Background: an optimization exercise with open tools, aiming at small area. Do not read the settings as production practice.
Function was checked by simulation only, so behaviour that the tests miss may differ from the original.
Power figures rest on the tool's default switching activity, not on a simulated workload.

==> inputs of run P <==
==> flow/design.v <==
module avg_line_sink #(
    parameter int PIXEL_WIDTH  = 8,
    parameter int IMAGE_WIDTH  = 128,
    parameter int IMAGE_HEIGHT = 4,
    parameter int SUM_WIDTH    = PIXEL_WIDTH + $clog2(IMAGE_WIDTH)
) (
    input  logic                              clk,
    input  logic                              arstn,
    input  logic [PIXEL_WIDTH-1:0]            din_data,
    input  logic                              din_valid,
    output logic [$clog2(IMAGE_WIDTH)-1:0]    col,
    output logic [$clog2(IMAGE_HEIGHT+1)-1:0] row,
    output logic                              line_done,
    output logic [SUM_WIDTH-1:0]              line_sum,
    output logic                              frame_done,
    output logic                              rd_avail,
    output logic                              rd_bank,
    input  logic                              rd_en,
    input  logic [$clog2(IMAGE_WIDTH)-1:0]    rd_addr,
    output logic [PIXEL_WIDTH-1:0]            rd_data,
    input  logic                              rd_release,
    output logic                              overflow
);
    localparam int CW = $clog2(IMAGE_WIDTH);
    localparam int RW = $clog2(IMAGE_HEIGHT + 1);
    localparam int HW = $clog2(IMAGE_HEIGHT);
    localparam logic [CW-1:0] COL_LAST = CW'(IMAGE_WIDTH - 1);
    localparam logic [HW-1:0] ROW_LAST = HW'(IMAGE_HEIGHT - 1);
    logic [1:0]             bank_full;
    logic                   wbank;
    logic [HW-1:0]          row_q;
    logic [SUM_WIDTH-1:0]   acc;
    logic [SUM_WIDTH-1:0]   acc_base;
    logic                   accept;
    logic                   drop;
    logic                   last_col;
    logic                   commit;
    logic                   release_ok;
    logic                   load_r;
    logic [PIXEL_WIDTH-1:0] wline [0:IMAGE_WIDTH-2];
    logic [PIXEL_WIDTH-1:0] xpix;
    logic [PIXEL_WIDTH-1:0] rline [0:IMAGE_WIDTH-1];
    assign accept     = din_valid && !bank_full[wbank];
    assign drop       = din_valid &&  bank_full[wbank];
    assign last_col   = (col == COL_LAST);
    assign commit     = accept && last_col;
    assign rd_avail   = |bank_full;
    assign release_ok = rd_release && rd_avail;
    assign load_r     = (commit && (!rd_avail || release_ok)) ||
                        (release_ok && (&bank_full));
    assign row = RW'(row_q);
    always_ff @(posedge clk or negedge arstn) begin
        if (!arstn) begin
            bank_full <= 2'b00;
        end else begin
            for (int b = 0; b < 2; b++) begin
                if (release_ok && (rd_bank == 1'(b))) bank_full[b] <= 1'b0;
                if (commit && (wbank == 1'(b)))       bank_full[b] <= 1'b1;
            end
        end
    end
    always_ff @(posedge clk) begin
        if (accept && !last_col) begin
            wline[0] <= din_data;
            for (int k = 1; k < IMAGE_WIDTH - 1; k++) wline[k] <= wline[k-1];
        end
        if (commit) begin
            xpix <= din_data;
        end
        if (load_r) begin
            rline[0] <= commit ? din_data : xpix;
            for (int k = 1; k < IMAGE_WIDTH; k++) rline[k] <= wline[k-1];
        end
    end
    assign acc_base = (col == '0) ? '0 : acc;
    always_ff @(posedge clk) begin
        if (accept) begin
            acc <= acc_base + SUM_WIDTH'(din_data);
        end
    end
    always_ff @(posedge clk or negedge arstn) begin
        if (!arstn) begin
            col        <= '0;
            row_q      <= '0;
            line_done  <= 1'b0;
            frame_done <= 1'b0;
            line_sum   <= '0;
            wbank      <= 1'b0;
            rd_bank    <= 1'b0;
            rd_data    <= '0;
            overflow   <= 1'b0;
        end else begin
            line_done  <= commit;
            frame_done <= commit && (row_q == ROW_LAST);
            if (accept) begin
                col <= col + CW'(1);
            end
            if (commit) begin
                line_sum <= acc_base + SUM_WIDTH'(din_data);
                wbank    <= ~wbank;
                row_q    <= row_q + HW'(1);
            end
            if (drop) begin
                overflow <= 1'b1;
            end
            if (release_ok) begin
                rd_bank <= ~rd_bank;
            end
            if (rd_en) begin
                rd_data <= rline[COL_LAST - rd_addr];
            end
        end
    end
endmodule
==> flow/run.sh <==
#!/bin/bash
# synth_recipe.tcl (not shown) runs the flow's synth.tcl, then flattens the netlist and writes it again
# the make line also repeats each setting of config.mk as NAME=value (left out here)
make -C /OpenROAD-flow-scripts/flow DESIGN_CONFIG=/design/flow/config.mk WORK_HOME=/design/flow/orfs CLKGATE_MAP_FILE= SYNTH_SCRIPT=/design/flow/synth_recipe.tcl finish
==> flow/config.mk <==
export PLATFORM = sky130hd
export DESIGN_NAME = avg_line_sink
export DESIGN_NICKNAME = avg_line_sink
export VERILOG_FILES = /design/flow/design.v
export SDC_FILE = /design/flow/constraint.sdc
export NUM_CORES = 4
export LEC_CHECK = 0
export CAP_MARGIN = 20
export CORE_MARGIN = 2
export CORE_UTILIZATION = 40
export SLEW_MARGIN = 20
==> flow/constraint.sdc <==
create_clock -name core_clock -period 4.0 [get_ports {clk}]
set_input_delay 0.8000 -clock core_clock [delete_from_list [all_inputs] [get_ports {clk}]]
set_output_delay 0.8000 -clock core_clock [all_outputs]
set_load 0.01 [all_outputs]
==> run Y: changes against run P <==
--- a/flow/design.v
+++ b/flow/design.v
@@ -74,2 +74,24 @@
     end
+    localparam int NGRP = (IMAGE_WIDTH + 2) / 3;
+    logic [3*NGRP-1:0]      rd_sel;
+    logic [PIXEL_WIDTH-1:0] rd_word;
+    always_comb begin
+        rd_sel = '0;
+        for (int k = 0; k < IMAGE_WIDTH; k++) rd_sel[k] = (rd_addr == CW'(COL_LAST - k));
+    end
+    for (genvar b = 0; b < PIXEL_WIDTH; b++) begin : g_rd_bit
+        logic [NGRP-1:0] grp_n;
+        for (genvar j = 0; j < NGRP; j++) begin : g_grp
+            logic [2:0] d;
+            for (genvar i = 0; i < 3; i++) begin : g_in
+                if (3 * j + i < IMAGE_WIDTH) begin : g_pix
+                    assign d[i] = rline[3 * j + i][b];
+                end else begin : g_pad
+                    assign d[i] = 1'b0;
+                end
+            end
+            avg_line_sink_aoi3 u_aoi (.s(rd_sel[3 * j +: 3]), .d(d), .y(grp_n[j]));
+        end
+        assign rd_word[b] = ~&grp_n;
+    end
     assign acc_base = (col == '0) ? '0 : acc;
@@ -109,3 +131,3 @@
             if (rd_en) begin
-                rd_data <= rline[COL_LAST - rd_addr];
+                rd_data <= rd_word;
             end
@@ -114 +136,8 @@
 endmodule
+module avg_line_sink_aoi3 (
+    input  logic [2:0] s,
+    input  logic [2:0] d,
+    output logic       y
+);
+    assign y = ~((s[0] & d[0]) | (s[1] & d[1]) | (s[2] & d[2]));
+endmodule
==> flow/flow/run.sh (new file) <==
#!/bin/bash
# Own flow: the standard layout (standard.sh), with a clock tree whose
# root and trunk use clkbuf_16 and whose leaves use small clkbuf_4 clusters,
# without dummy loads. make's full output goes to standard.log here; ORFS
# keeps each step's log under orfs/logs/.
set -euo pipefail
CTS_ARGS="-sink_clustering_enable -repair_clock_nets -dont_use_dummy_load"
CTS_ARGS+=" -buf_list sky130_fd_sc_hd__clkbuf_4"
CTS_ARGS+=" -root_buf sky130_fd_sc_hd__clkbuf_16 -tree_buf sky130_fd_sc_hd__clkbuf_16"
CTS_ARGS+=" -sink_clustering_size 10 -sink_clustering_max_diameter 40"
bash standard.sh "CTS_ARGS=$CTS_ARGS" finish > standard.log 2>&1
==> flow/standard.sh (new file) <==
#!/bin/bash
# synth_recipe.tcl (not shown) runs the flow's synth.tcl, then flattens the netlist and writes it again
# the make line also repeats each setting of config.mk as NAME=value (left out here)
make -C /OpenROAD-flow-scripts/flow DESIGN_CONFIG=/design/flow/config.mk WORK_HOME=/design/flow/orfs CLKGATE_MAP_FILE= SYNTH_SCRIPT=/design/flow/synth_recipe.tcl "${@:-finish}"
--- a/flow/config.mk
+++ b/flow/config.mk
@@ -10,2 +10,5 @@
 export CORE_UTILIZATION = 40
+export SETUP_SLACK_MARGIN = 0.2
 export SLEW_MARGIN = 20
+export SYNTH_HIERARCHICAL = 1
+export SYNTH_MINIMUM_KEEP_SIZE = 0
removed: flow/run.sh
==> run D: changes against run P <==
--- a/flow/design.v
+++ b/flow/design.v
@@ -74,2 +74,24 @@
     end
+    localparam int NGRP = (IMAGE_WIDTH + 2) / 3;
+    logic [3*NGRP-1:0]      rd_sel;
+    logic [PIXEL_WIDTH-1:0] rd_word;
+    always_comb begin
+        rd_sel = '0;
+        for (int k = 0; k < IMAGE_WIDTH; k++) rd_sel[k] = (rd_addr == CW'(COL_LAST - k));
+    end
+    for (genvar b = 0; b < PIXEL_WIDTH; b++) begin : g_rd_bit
+        logic [NGRP-1:0] grp_n;
+        for (genvar j = 0; j < NGRP; j++) begin : g_grp
+            logic [2:0] d;
+            for (genvar i = 0; i < 3; i++) begin : g_in
+                if (3 * j + i < IMAGE_WIDTH) begin : g_pix
+                    assign d[i] = rline[3 * j + i][b];
+                end else begin : g_pad
+                    assign d[i] = 1'b0;
+                end
+            end
+            avg_line_sink_aoi3 u_aoi (.s(rd_sel[3 * j +: 3]), .d(d), .y(grp_n[j]));
+        end
+        assign rd_word[b] = ~&grp_n;
+    end
     assign acc_base = (col == '0) ? '0 : acc;
@@ -109,3 +131,3 @@
             if (rd_en) begin
-                rd_data <= rline[COL_LAST - rd_addr];
+                rd_data <= rd_word;
             end
@@ -114 +136,8 @@
 endmodule
+module avg_line_sink_aoi3 (
+    input  logic [2:0] s,
+    input  logic [2:0] d,
+    output logic       y
+);
+    assign y = ~((s[0] & d[0]) | (s[1] & d[1]) | (s[2] & d[2]));
+endmodule
==> flow/flow/run.sh (new file) <==
#!/bin/bash
# Own flow: the standard layout (standard.sh) with these changes:
#  * after global placement, flow/rebuf.tcl rebuilds the buffer trees of the
#    two enables that reach about a thousand flip-flops each: one buf_8 per
#    compact group of about 128 loads;
#  * the clock tree's root and trunk use clkbuf_16, its leaves drive small
#    clusters through clkbuf_8, without dummy loads;
#  * every input and output port is buffered with buf_1.
# make's full output goes to standard.log here; ORFS keeps each step's log
# under orfs/logs/.
set -euo pipefail
CTS_ARGS="-sink_clustering_enable -repair_clock_nets -dont_use_dummy_load"
CTS_ARGS+=" -buf_list sky130_fd_sc_hd__clkbuf_8"
CTS_ARGS+=" -root_buf sky130_fd_sc_hd__clkbuf_16 -tree_buf sky130_fd_sc_hd__clkbuf_16"
CTS_ARGS+=" -sink_clustering_size 18 -sink_clustering_max_diameter 55"
bash standard.sh "CTS_ARGS=$CTS_ARGS" "POST_GLOBAL_PLACE_TCL=$PWD/flow/rebuf.tcl" \
    "BUFFER_PORTS_ARGS=-buffer_cell sky130_fd_sc_hd__buf_1" finish > standard.log 2>&1
==> flow/flow/rebuf.tcl (new file) <==
# Rebuild the buffer trees of very high-fanout signal nets: remove the
# buffers that placement put on them, then drive the loads through one buffer
# per compact group of loads.
proc rb_is_buf {inst} {
  set m [[$inst getMaster] getName]
  return [regexp {__(buf_[0-9]+|clkbuf_[0-9]+)$} $m]
}
proc rb_out_net {inst} {
  foreach it [$inst getITerms] { if {[$it isOutputSignal]} { return [$it getNet] } }
  return "NULL"
}
proc rb_driver {net} {
  foreach it [$net getITerms] { if {[$it isOutputSignal]} { return [$it getInst] } }
  return "NULL"
}
# loads of net through buffers: returns {bufs sinks}
proc rb_tree {net} {
  set bufs {}; set sinks {}
  set todo [list $net]
  while {[llength $todo]} {
    set n [lindex $todo 0]; set todo [lrange $todo 1 end]
    foreach it [$n getITerms] {
      if {![$it isInputSignal]} continue
      set inst [$it getInst]
      if {[rb_is_buf $inst]} {
        lappend bufs $inst
        set o [rb_out_net $inst]
        if {$o ne "NULL"} { lappend todo $o }
      } else { lappend sinks $it }
    }
    if {[llength [$n getBTerms]]} { return {} }
  }
  return [list $bufs $sinks]
}
proc rb_rebuffer {min_sinks group buf_cell} {
  set block [ord::get_db_block]
  set done 0
  set roots {}
  foreach net [$block getNets] {
    if {[$net getSigType] ne "SIGNAL"} continue
    set drv [rb_driver $net]
    if {$drv eq "NULL" || [rb_is_buf $drv]} continue
    set t [rb_tree $net]
    if {![llength $t]} continue
    if {[llength [lindex $t 1]] >= $min_sinks} { lappend roots [$net getName] }
  }
  foreach nname $roots {
    set net [$block findNet $nname]
    set drv [rb_driver $net]
    if {$drv eq "NULL" || [rb_is_buf $drv]} continue
    set t [rb_tree $net]
    if {![llength $t]} continue
    lassign $t bufs sinks
    if {[llength $sinks] < $min_sinks} continue
    set nname [$net getName]
    puts "rebuffer: net $nname driver [$drv getName] sinks [llength $sinks] buffers [llength $bufs]"
    if {[llength $bufs]} {
      set cells {}
      foreach b $bufs { lappend cells [get_cells [$b getName]] }
      rsz::remove_buffers_cmd $cells
    }
    # the root net now drives every sink; group sinks by location
    set pts {}
    foreach pin [get_pins -of_objects [get_nets $nname]] {
      if {[get_property $pin direction] ne "input"} continue
      set it [sta::sta_to_db_pin $pin]
      if {$it eq "NULL" || $it eq ""} continue
      lassign [[$it getInst] getLocation] x y
      lappend pts [list $pin $x $y]
    }
    set n [llength $pts]
    set ng [expr {int(ceil(double($n) / $group))}]
    set ncol [expr {int(ceil(sqrt($ng)))}]
    set pts [lsort -integer -index 1 $pts]
    set percol [expr {int(ceil(double($n) / $ncol))}]
    set net [$block findNet $nname]
    set k 0
    for {set c 0} {$c < $ncol} {incr c} {
      set col [lsort -integer -index 2 [lrange $pts [expr {$c*$percol}] [expr {($c+1)*$percol-1}]]]
      set nin [expr {int(ceil(double([llength $col]) / $group))}]
      if {$nin < 1} continue
      set per [expr {int(ceil(double([llength $col]) / $nin))}]
      for {set g 0} {$g < $nin} {incr g} {
        set grp [lrange $col [expr {$g*$per}] [expr {($g+1)*$per-1}]]
        if {![llength $grp]} continue
        if {[llength $grp] < 1} continue
        set sx 0; set sy 0; set lp {}
        foreach q $grp { set sx [expr {$sx + [lindex $q 1]}]; set sy [expr {$sy + [lindex $q 2]}]; lappend lp [lindex $q 0] }
        set cx [expr {$sx / [llength $grp] / 1000.0}]; set cy [expr {$sy / [llength $grp] / 1000.0}]
        insert_buffer -buffer_cell $buf_cell -net [get_nets $nname] -load_pins $lp -location [list $cx $cy] -buffer_name "rebuf_${done}_$k"
        incr k
      }
    }
    puts "rebuffer: net $nname now $k buffers"
    incr done
  }
}

# Nets with at least 300 loads (the line store's shift and load enables):
# one buf_8 per group of about 128 loads.
rb_rebuffer 300 128 sky130_fd_sc_hd__buf_8
==> flow/standard.sh (new file) <==
#!/bin/bash
# synth_recipe.tcl (not shown) runs the flow's synth.tcl, then flattens the netlist and writes it again
# the make line also repeats each setting of config.mk as NAME=value (left out here)
make -C /OpenROAD-flow-scripts/flow DESIGN_CONFIG=/design/flow/config.mk WORK_HOME=/design/flow/orfs CLKGATE_MAP_FILE= SYNTH_SCRIPT=/design/flow/synth_recipe.tcl "${@:-finish}"
--- a/flow/config.mk
+++ b/flow/config.mk
@@ -10,2 +10,5 @@
 export CORE_UTILIZATION = 40
+export SETUP_SLACK_MARGIN = 0.2
 export SLEW_MARGIN = 20
+export SYNTH_HIERARCHICAL = 1
+export SYNTH_MINIMUM_KEEP_SIZE = 0
removed: flow/run.sh
==> run notes <==
| item | run P | run Y | run D |
|---|---|---|---|
| Warnings from Yosys | 3 | 9 | 9 |
| RePlAce Congestion | 0.921 | 0.836 | - |
| Tot GR Track Use | 21.3% | 16.4% | 16.4% |
| Power density relative to cell area | 545 nW/um^2 | 487 nW/um^2 | 476 nW/um^2 |
| Core Area | 178000 um^2 | 171000 um^2 | 171000 um^2 |
| Reg-to-reg critical path startpoint | col[2] | col[0] | wbank |
| Layout multi-input combinational cell count | 1165 | 788 | 788 |
| Clock buffers created by TritonCTS | 196 | 290 | 152 |
| Status | finished clean | finished clean | finished clean |
| Critical path class | reg2reg | in2reg | in2reg |
| DRT iter0 DRCs | 6697 | 4931 | 6623 |
| Portion of the layout cell area used by non-clock buffers | 3.73% | 3.26% | 2.05% |
| M3 GR Usage | 4.98% | 3.94% | 3.39% |
| Overall power after layout | 45.6 mW | 37.7 mW | 36.0 mW |
| Cell type with the highest occurrence count on the critical path | - | buf_4 | buf_4 |
| FF-to-FF End | acc[13] | line_sum[14] | rline[39][4] |
| Post_cts resized | 0 | 1 | 0 |
| Height of the die | 427 um | 419 um | 419 um |
| Worst-case headroom to the max-slew limit | 16.5% | 25.5% | 23.9% |
| Startpoint kind of the worst setup timing path | flop | primary input | primary input |
| Combinational power | 1.93 mW | 1.41 mW | 1.27 mW |
| Met3 layer wire length in the routed design | 22500 um | 12200 um | 13600 um |
| Area of the multi-input gates | 8160 um^2 | 6080 um^2 | 6040 um^2 |
| Synthesized area per cell | 20.8 um^2 | 23.7 um^2 | 23.7 um^2 |

==> port drivers added, routing unchanged <==
The flow's constraints put no driver on any port. The routed layouts listed below were extracted and timed again, unchanged, in two steps. Step 1 (the two cells are an assumption about what drives the block):
set clk [get_ports {clk}]
set_driving_cell -lib_cell sky130_fd_sc_hd__clkbuf_16 $clk
set_driving_cell -lib_cell sky130_fd_sc_hd__buf_2 [delete_from_list [all_inputs] $clk]
Step 2 adds t to the input delays and takes it off the output delays; t is the mean of the earliest and latest rising clock arrival at the registers after step 1. Input paths then give back, and output paths get back, about the clock's delay inside the block. Slacks: no drivers / after step 1 / after step 2; pairs: no drivers / after step 1.
| run | shift t [ns] | setup WS [ns] | latest minus earliest clock arrival (ns) | worst slew at a driven data input, ns | cell pins on the clock port's net |
|---|---|---|---|---|---|
| run P | 0.909 | 0.458 / 0.458 / -0.016 | 0.047 / 0.047 | 0.06 | 1 |
| run Y | 0.908 | 0.448 / 0.503 / -0.405 | 0.104 / 0.105 | 0.17 | 1 |
| run D | 0.816 | 0.185 / 0.237 / -0.579 | 0.122 / 0.122 | 0.17 | 1 |
With both steps, setup timing fails in every run listed, where it was met with ideal ports. The setup slack of run Y, which loses most, moves by +0.055 ns with the drivers and by -0.853 ns with both steps.
